Background: an optimization exercise with open tools, aiming at small area. Do not read the settings as production practice. The RTL was checked by simulation tests, not by an equivalence proof against the original design. Power is estimated from default activity; no workload was simulated.

==> run H: inputs <==
==> flow/design.v <==
module cmd_desc_writer #(
  parameter int unsigned WIDTH = 32
) (
  input  logic                  clk,
  input  logic                  resetn,
  input  logic                  start,
  input  logic                  abort,
  input  logic [31:0]           header_in,
  input  logic [31:0]           base_addr,
  input  logic [WIDTH*13-1:0]   reg_snapshot,
  input  logic                  wr_ready,
  output logic                  wr_valid,
  output logic [31:0]           wr_addr,
  output logic [WIDTH-1:0]      wr_data,
  output logic                  wr_last,
  output logic                  busy,
  output logic                  done,
  output logic                  aborted,
  output logic [5:0]            beat_cnt
);
  localparam int unsigned NREGS  = 13;
  localparam int unsigned SNAP_W = WIDTH * NREGS;
  function automatic int midx(input int k);
    case (k)
      0: midx = 1;   1: midx = 2;   2: midx = 3;   3: midx = 5;
      4: midx = 7;   5: midx = 9;   6: midx = 10;  7: midx = 11;
      8: midx = 13;  9: midx = 18;  10: midx = 19; 11: midx = 20;
      default: midx = 29;
    endcase
  endfunction
  logic              valid_q, done_q, aborted_q;
  logic [5:0]        cnt_q;
  logic              hdr_q;                   
  logic [30:0]       mask_q;                  
  logic              h0_q;                    
  logic [29:0]       base_q;
  logic [SNAP_W-1:0] snap_q;
  logic              busy_w, acc, hs, ab, last;
  logic [30:0]       below;                   
  logic [30:0]       mask_nx;                 
  logic [WIDTH-1:0]  pay;
  logic [29:0]       addr;                    
  logic [6:0]        lc;                      
  logic              c6_q;                    
  logic [23:0]       lp;                      
  logic [6:0]        gc;                      
  logic [5:0]        cnt_inc;                 
  logic [6:0]        ic;
  assign busy_w = valid_q | done_q;
  assign acc    = start & ~busy_w;
  assign hs     = valid_q & wr_ready;
  assign ab     = abort & busy_w;
  always_comb begin
    below[0] = 1'b0;
    for (int i = 1; i < 31; i++) below[i] = below[i-1] | mask_q[i-1];
  end
  assign mask_nx = mask_q & below;
  assign last    = hdr_q ? (mask_q == 31'd0) : (mask_nx == 31'd0);
  always_comb begin
    pay = '0;
    for (int k = 0; k < NREGS; k++)
      pay = pay | ({WIDTH{mask_q[midx(k)] & ~below[midx(k)] & ~hdr_q}} & snap_q[WIDTH*k +: WIDTH]);
  end
  always_comb begin
    lc[0] = 1'b0;
    for (int i = 0; i < 6; i++) begin
      addr[i]  = base_q[i] ^ cnt_q[i] ^ lc[i];
      lc[i+1]  = (base_q[i] & cnt_q[i]) | (lc[i] & (base_q[i] ^ cnt_q[i]));
    end
    gc[0] = c6_q;
    for (int g = 0; g < 6; g++) begin
      lp[4*g] = 1'b1;
      for (int j = 1; j < 4; j++) lp[4*g+j] = lp[4*g+j-1] & base_q[6+4*g+j-1];
      for (int j = 0; j < 4; j++) addr[6+4*g+j] = base_q[6+4*g+j] ^ (gc[g] & lp[4*g+j]);
      gc[g+1] = gc[g] & lp[4*g+3] & base_q[6+4*g+3];
    end
    ic[0] = 1'b1;
    for (int i = 0; i < 6; i++) begin
      cnt_inc[i] = cnt_q[i] ^ ic[i];
      ic[i+1]    = cnt_q[i] & ic[i];
    end
  end
  always_ff @(posedge clk or negedge resetn) begin
    if (!resetn) begin
      valid_q   <= 1'b0;
      done_q    <= 1'b0;
      aborted_q <= 1'b0;
      cnt_q     <= '0;
    end else begin
      valid_q   <= acc | (valid_q & ~ab & ~(hs & last));
      done_q    <= hs & last & ~abort;
      aborted_q <= ab;
      if (acc)     cnt_q <= '0;
      else if (hs) cnt_q <= cnt_inc;
    end
  end
  always_ff @(posedge clk) begin
    if (acc)                         c6_q <= 1'b0;
    else if (hs && addr[5:0] == '1)  c6_q <= 1'b1;
  end
  always_ff @(posedge clk) begin
    if (acc) begin
      hdr_q  <= 1'b1;
      mask_q <= header_in[31:1];
      h0_q   <= header_in[0];
      base_q <= base_addr[31:2];
      snap_q <= reg_snapshot;
    end else if (hs) begin
      hdr_q  <= 1'b0;
      if (!hdr_q) mask_q <= mask_nx;
    end
  end
  assign wr_valid = valid_q;
  assign wr_addr  = {addr, 2'b00};
  assign wr_data  = ({WIDTH{hdr_q}} & WIDTH'({mask_q, h0_q})) | pay;
  assign wr_last  = last;
  assign busy     = busy_w;
  assign done     = done_q;
  assign aborted  = aborted_q;
  assign beat_cnt = cnt_q;
endmodule
==> flow/flow/run.sh <==
#!/bin/bash
# Standard layout, with the port buffers made from the smallest buffer cell
# and a clock tree built from large sink clusters without dummy loads.
export BUFFER_PORTS_ARGS="-buffer_cell sky130_fd_sc_hd__buf_1"
export CTS_ARGS="-sink_clustering_enable -repair_clock_nets -dont_use_dummy_load -sink_clustering_size 20 -sink_clustering_max_diameter 60 -buf_list {sky130_fd_sc_hd__clkbuf_8}"
bash standard.sh > standard.log 2>&1
==> flow/standard.sh <==
#!/bin/bash
# synth_recipe.tcl (not shown) runs the flow's synth.tcl, then flattens the netlist and writes it again
# the make line also repeats each setting of config.mk as NAME=value (left out here)
make -C /OpenROAD-flow-scripts/flow DESIGN_CONFIG=/design/flow/config.mk WORK_HOME=/design/flow/orfs CLKGATE_MAP_FILE= SYNTH_SCRIPT=/design/flow/synth_recipe.tcl "${@:-finish}"
==> flow/config.mk <==
export PLATFORM = sky130hd
export DESIGN_NAME = cmd_desc_writer
export DESIGN_NICKNAME = cmd_desc_writer
export VERILOG_FILES = /design/flow/design.v
export SDC_FILE = /design/flow/constraint.sdc
export NUM_CORES = 4
export LEC_CHECK = 0
export CAP_MARGIN = 20
export CORE_MARGIN = 2
export CORE_UTILIZATION = 70
export SLEW_MARGIN = 20
==> flow/constraint.sdc <==
create_clock -name core_clock -period 6.0 [get_ports {clk}]
set_input_delay 1.2000 -clock core_clock [delete_from_list [all_inputs] [get_ports {clk}]]
set_output_delay 1.2000 -clock core_clock [all_outputs]
set_load 0.01 [all_outputs]
==> run D (differences from run H) <==
--- a/flow/design.v
+++ b/flow/design.v
@@ -40,3 +40,3 @@
   logic [30:0]       mask_nx;                 
-  logic [WIDTH-1:0]  pay;
+  logic [WIDTH-1:0]  pay;                     
   logic [29:0]       addr;                    
@@ -58,6 +58,20 @@
   assign last    = hdr_q ? (mask_q == 31'd0) : (mask_nx == 31'd0);
+  logic [NREGS:0]    sel;
   always_comb begin
-    pay = '0;
-    for (int k = 0; k < NREGS; k++)
-      pay = pay | ({WIDTH{mask_q[midx(k)] & ~below[midx(k)] & ~hdr_q}} & snap_q[WIDTH*k +: WIDTH]);
+    for (int k = 0; k < NREGS; k++) sel[k] = mask_q[midx(k)] & ~below[midx(k)] & ~hdr_q;
+    sel[NREGS] = hdr_q;
+  end
+  for (genvar j = 0; j < WIDTH; j++) begin : g_slice
+    logic [NREGS:0] d;
+    for (genvar k = 0; k < NREGS; k++) begin : g_src
+      assign d[k] = snap_q[WIDTH*k + j];
+    end
+    if (j == 0) begin : g_h0
+      assign d[NREGS] = h0_q;
+    end else if (j < 32) begin : g_hm
+      assign d[NREGS] = mask_q[j-1];
+    end else begin : g_hz
+      assign d[NREGS] = 1'b0;
+    end
+    cmd_desc_writer_andor #(.N(NREGS+1)) u_ao (.sel(sel), .d(d), .y(pay[j]));
   end
@@ -114,3 +128,3 @@
   assign wr_addr  = {addr, 2'b00};
-  assign wr_data  = ({WIDTH{hdr_q}} & WIDTH'({mask_q, h0_q})) | pay;
+  assign wr_data  = pay;
   assign wr_last  = last;
@@ -121 +135,10 @@
 endmodule
+module cmd_desc_writer_andor #(
+  parameter int N = 14
+) (
+  input  logic [N-1:0] sel,
+  input  logic [N-1:0] d,
+  output logic         y
+);
+  assign y = |(sel & d);
+endmodule
==> flow/flow/run.sh (replaced) <==
#!/bin/bash
# Standard layout with three changes:
#  - the RTL's one-hot AND-OR slices (module cmd_desc_writer_andor) are given
#    to synthesis already mapped to cells (flow/andor_cells.v); everything
#    else, registers included, goes through the standard synthesis
#  - the port buffers use the smallest buffer cell
#  - the clock tree uses clkbuf_8 with larger sink clusters and no dummy loads
set -euo pipefail
export BUFFER_PORTS_ARGS="-buffer_cell sky130_fd_sc_hd__buf_1"
export CTS_ARGS="-sink_clustering_enable -repair_clock_nets -dont_use_dummy_load -sink_clustering_size 16 -sink_clustering_max_diameter 40 -buf_list {sky130_fd_sc_hd__clkbuf_8}"

python3 - <<'EOP'
s = open('design.v').read()
i = s.index('module cmd_desc_writer_andor')
j = s.index('endmodule', i) + len('endmodule')
s = s[:i] + s[j:] + '\n' + open('flow/andor_cells.v').read()
open('design_mapped.v', 'w').write(s)
EOP

bash standard.sh VERILOG_FILES=$PWD/design_mapped.v > standard.log 2>&1
==> flow/flow/andor_cells.v (new file) <==
// Hand-mapped one-hot AND-OR slice for sky130hd, used in place of the RTL's
// cmd_desc_writer_andor (N = 14): y = |(sel & d).
// Four a222oi cover terms 0..11, a nand4 ORs them, and an a221o adds terms
// 12 and 13.
module cmd_desc_writer_andor #(
  parameter int N = 14
) (
  input  [N-1:0] sel,
  input  [N-1:0] d,
  output         y
);
  wire n0, n1, n2, n3, x;
  sky130_fd_sc_hd__a222oi_1 u_t0 (.A1(sel[0]),  .A2(d[0]),  .B1(sel[1]),  .B2(d[1]),  .C1(sel[2]),  .C2(d[2]),  .Y(n0));
  sky130_fd_sc_hd__a222oi_1 u_t1 (.A1(sel[3]),  .A2(d[3]),  .B1(sel[4]),  .B2(d[4]),  .C1(sel[5]),  .C2(d[5]),  .Y(n1));
  sky130_fd_sc_hd__a222oi_1 u_t2 (.A1(sel[6]),  .A2(d[6]),  .B1(sel[7]),  .B2(d[7]),  .C1(sel[8]),  .C2(d[8]),  .Y(n2));
  sky130_fd_sc_hd__a222oi_1 u_t3 (.A1(sel[9]),  .A2(d[9]),  .B1(sel[10]), .B2(d[10]), .C1(sel[11]), .C2(d[11]), .Y(n3));
  sky130_fd_sc_hd__nand4_1  u_or (.A(n0), .B(n1), .C(n2), .D(n3), .Y(x));
  sky130_fd_sc_hd__a221o_1  u_y  (.A1(sel[12]), .A2(d[12]), .B1(sel[13]), .B2(d[13]), .C1(x), .X(y));
endmodule
Settings changed: CORE_UTILIZATION 70 to 60.
==> run E (differences from run H) <==
==> flow/design.v, changed modules only <==
module cmd_desc_writer #(
  parameter int unsigned WIDTH = 32
) (
  input  logic                  clk,
  input  logic                  resetn,
  input  logic                  start,
  input  logic                  abort,
  input  logic [31:0]           header_in,
  input  logic [31:0]           base_addr,
  input  logic [WIDTH*13-1:0]   reg_snapshot,
  input  logic                  wr_ready,
  output logic                  wr_valid,
  output logic [31:0]           wr_addr,
  output logic [WIDTH-1:0]      wr_data,
  output logic                  wr_last,
  output logic                  busy,
  output logic                  done,
  output logic                  aborted,
  output logic [5:0]            beat_cnt
);
  localparam int unsigned NREGS  = 13;
  localparam int unsigned SNAP_W = WIDTH * NREGS;
  function automatic int midx(input int k);
    case (k)
      0: midx = 1;   1: midx = 2;   2: midx = 3;   3: midx = 5;
      4: midx = 7;   5: midx = 9;   6: midx = 10;  7: midx = 11;
      8: midx = 13;  9: midx = 18;  10: midx = 19; 11: midx = 20;
      default: midx = 29;
    endcase
  endfunction
  logic              valid_q, done_q, aborted_q;
  logic [5:0]        cnt_q;
  logic              hdr_q;                   
  logic [30:0]       mask_q;                  
  logic              h0_q;                    
  logic [29:0]       base_q;
  logic [SNAP_W-1:0] snap_q;
  logic              busy_w, acc, hs, ab, last;
  logic [30:0]       below;                   
  logic [30:0]       mask_nx;                 
  logic [WIDTH-1:0]  pay;
  assign busy_w = valid_q | done_q;
  assign acc    = start & ~busy_w;
  assign hs     = valid_q & wr_ready;
  assign ab     = abort & busy_w;
  always_comb begin
    below[0] = 1'b0;
    for (int i = 1; i < 31; i++) below[i] = below[i-1] | mask_q[i-1];
  end
  assign mask_nx = mask_q & below;
  assign last    = hdr_q ? (mask_q == 31'd0) : (mask_nx == 31'd0);
  always_comb begin
    pay = '0;
    for (int k = 0; k < NREGS; k++)
      if (mask_q[midx(k)] & ~below[midx(k)]) pay = pay | snap_q[WIDTH*k +: WIDTH];
  end
  always_ff @(posedge clk or negedge resetn) begin
    if (!resetn) begin
      valid_q   <= 1'b0;
      done_q    <= 1'b0;
      aborted_q <= 1'b0;
      cnt_q     <= '0;
    end else begin
      valid_q   <= acc | (valid_q & ~ab & ~(hs & last));
      done_q    <= hs & last & ~abort;
      aborted_q <= ab;
      if (acc)     cnt_q <= '0;
      else if (hs) cnt_q <= cnt_q + 6'd1;
    end
  end
  always_ff @(posedge clk) begin
    if (acc) begin
      hdr_q  <= 1'b1;
      mask_q <= header_in[31:1];
      h0_q   <= header_in[0];
      base_q <= base_addr[31:2];
      snap_q <= reg_snapshot;
    end else if (hs) begin
      hdr_q  <= 1'b0;
      if (!hdr_q) mask_q <= mask_nx;
    end
  end
  assign wr_valid = valid_q;
  assign wr_addr  = {base_q + 30'(cnt_q), 2'b00};
  assign wr_data  = hdr_q ? WIDTH'({mask_q, h0_q}) : pay;
  assign wr_last  = last;
  assign busy     = busy_w;
  assign done     = done_q;
  assign aborted  = aborted_q;
  assign beat_cnt = cnt_q;
endmodule
==> flow/flow/run.sh (replaced) <==
#!/bin/bash
# Standard layout, with the port buffers made from the smallest buffer cell.
export BUFFER_PORTS_ARGS="-buffer_cell sky130_fd_sc_hd__buf_1"
bash standard.sh > standard.log 2>&1
Settings changed: CORE_UTILIZATION 70 to 40.
==> run summary <==
Sequential cell count: run D is higher than run E (1). Fmax: run D > run H > run E. The lowest clock power belongs to run H, the highest to run E. Of run D and run H, run D has the higher clock-buffer cell count (gap 17). Register-to-register slack, highest first: run D, run E, run H. Cell count: run E > run H > run D. Against run D, the via count of run E is higher by about 4.7%.
==> figures <==
item	run D	run H	run E
Min-delay worst type	register to register	register to register	input pin to async pin
Layout-to-synthesis area ratio	1.181x	1.167x	1.241x
Fraction of the mapped netlist area in compound gates	0.107	0.0829	0.134
Area share of buffers outside the clock network	0.106	0.106	0.102
Crit path DAT	3.83 ns	4.08 ns	4.26 ns
Status	complete, no violations	complete, no violations	complete, no violations
Min Hold Slack	0.530 ns	0.545 ns	0.545 ns
Via count of the first global-routing pass	12091	12614	13303
FF+latch count	489	489	488
Number of instances in the synthesized netlist	994	1146	1117
Clock buffer and inverter area fraction after layout	0.0329	0.0222	0.0675
Mean Syn Cell Area	18.5 um^2	16.2 um^2	17.0 um^2
Post-synthesis register bit count	489	489	488
Taps Inserted	396	335	607
Combined global-route utilization of all metal layers	0.324	0.369	0.233

[port drivers added, routing unchanged]
No port has a modelled driver above. Below, the same layouts with a new extraction and two added sets of constraints.
Step 1, drivers: a clkbuf_16 drives clk and a buf_2 each remaining input, both assumed.
Step 2 moves the port delays by t, midway between the first and last clock arrival at a register: inputs arrive t later, outputs are due t later. That takes back most of the time a late clock gives input paths.
a / b / c = ideal ports / drivers / drivers and shift; a / b = the first two.
| run | t (ns) | setup WS [ns] | worst setup path after step 2 | worst register clock-pin slew, ns | cell pins on the clock port's net |
|---|---|---|---|---|---|
| run H | 0.594 | 0.723 / 0.676 / 1.270 | register to output | 0.12 / 0.12 | 1 |
| run D | 0.631 | 0.973 / 0.922 / 1.554 | register to output | 0.10 / 0.10 | 1 |
| run E | 0.645 | 0.542 / 0.483 / 1.129 | register to output | 0.06 / 0.06 | 1 |
After both steps every run listed still meets setup and hold.
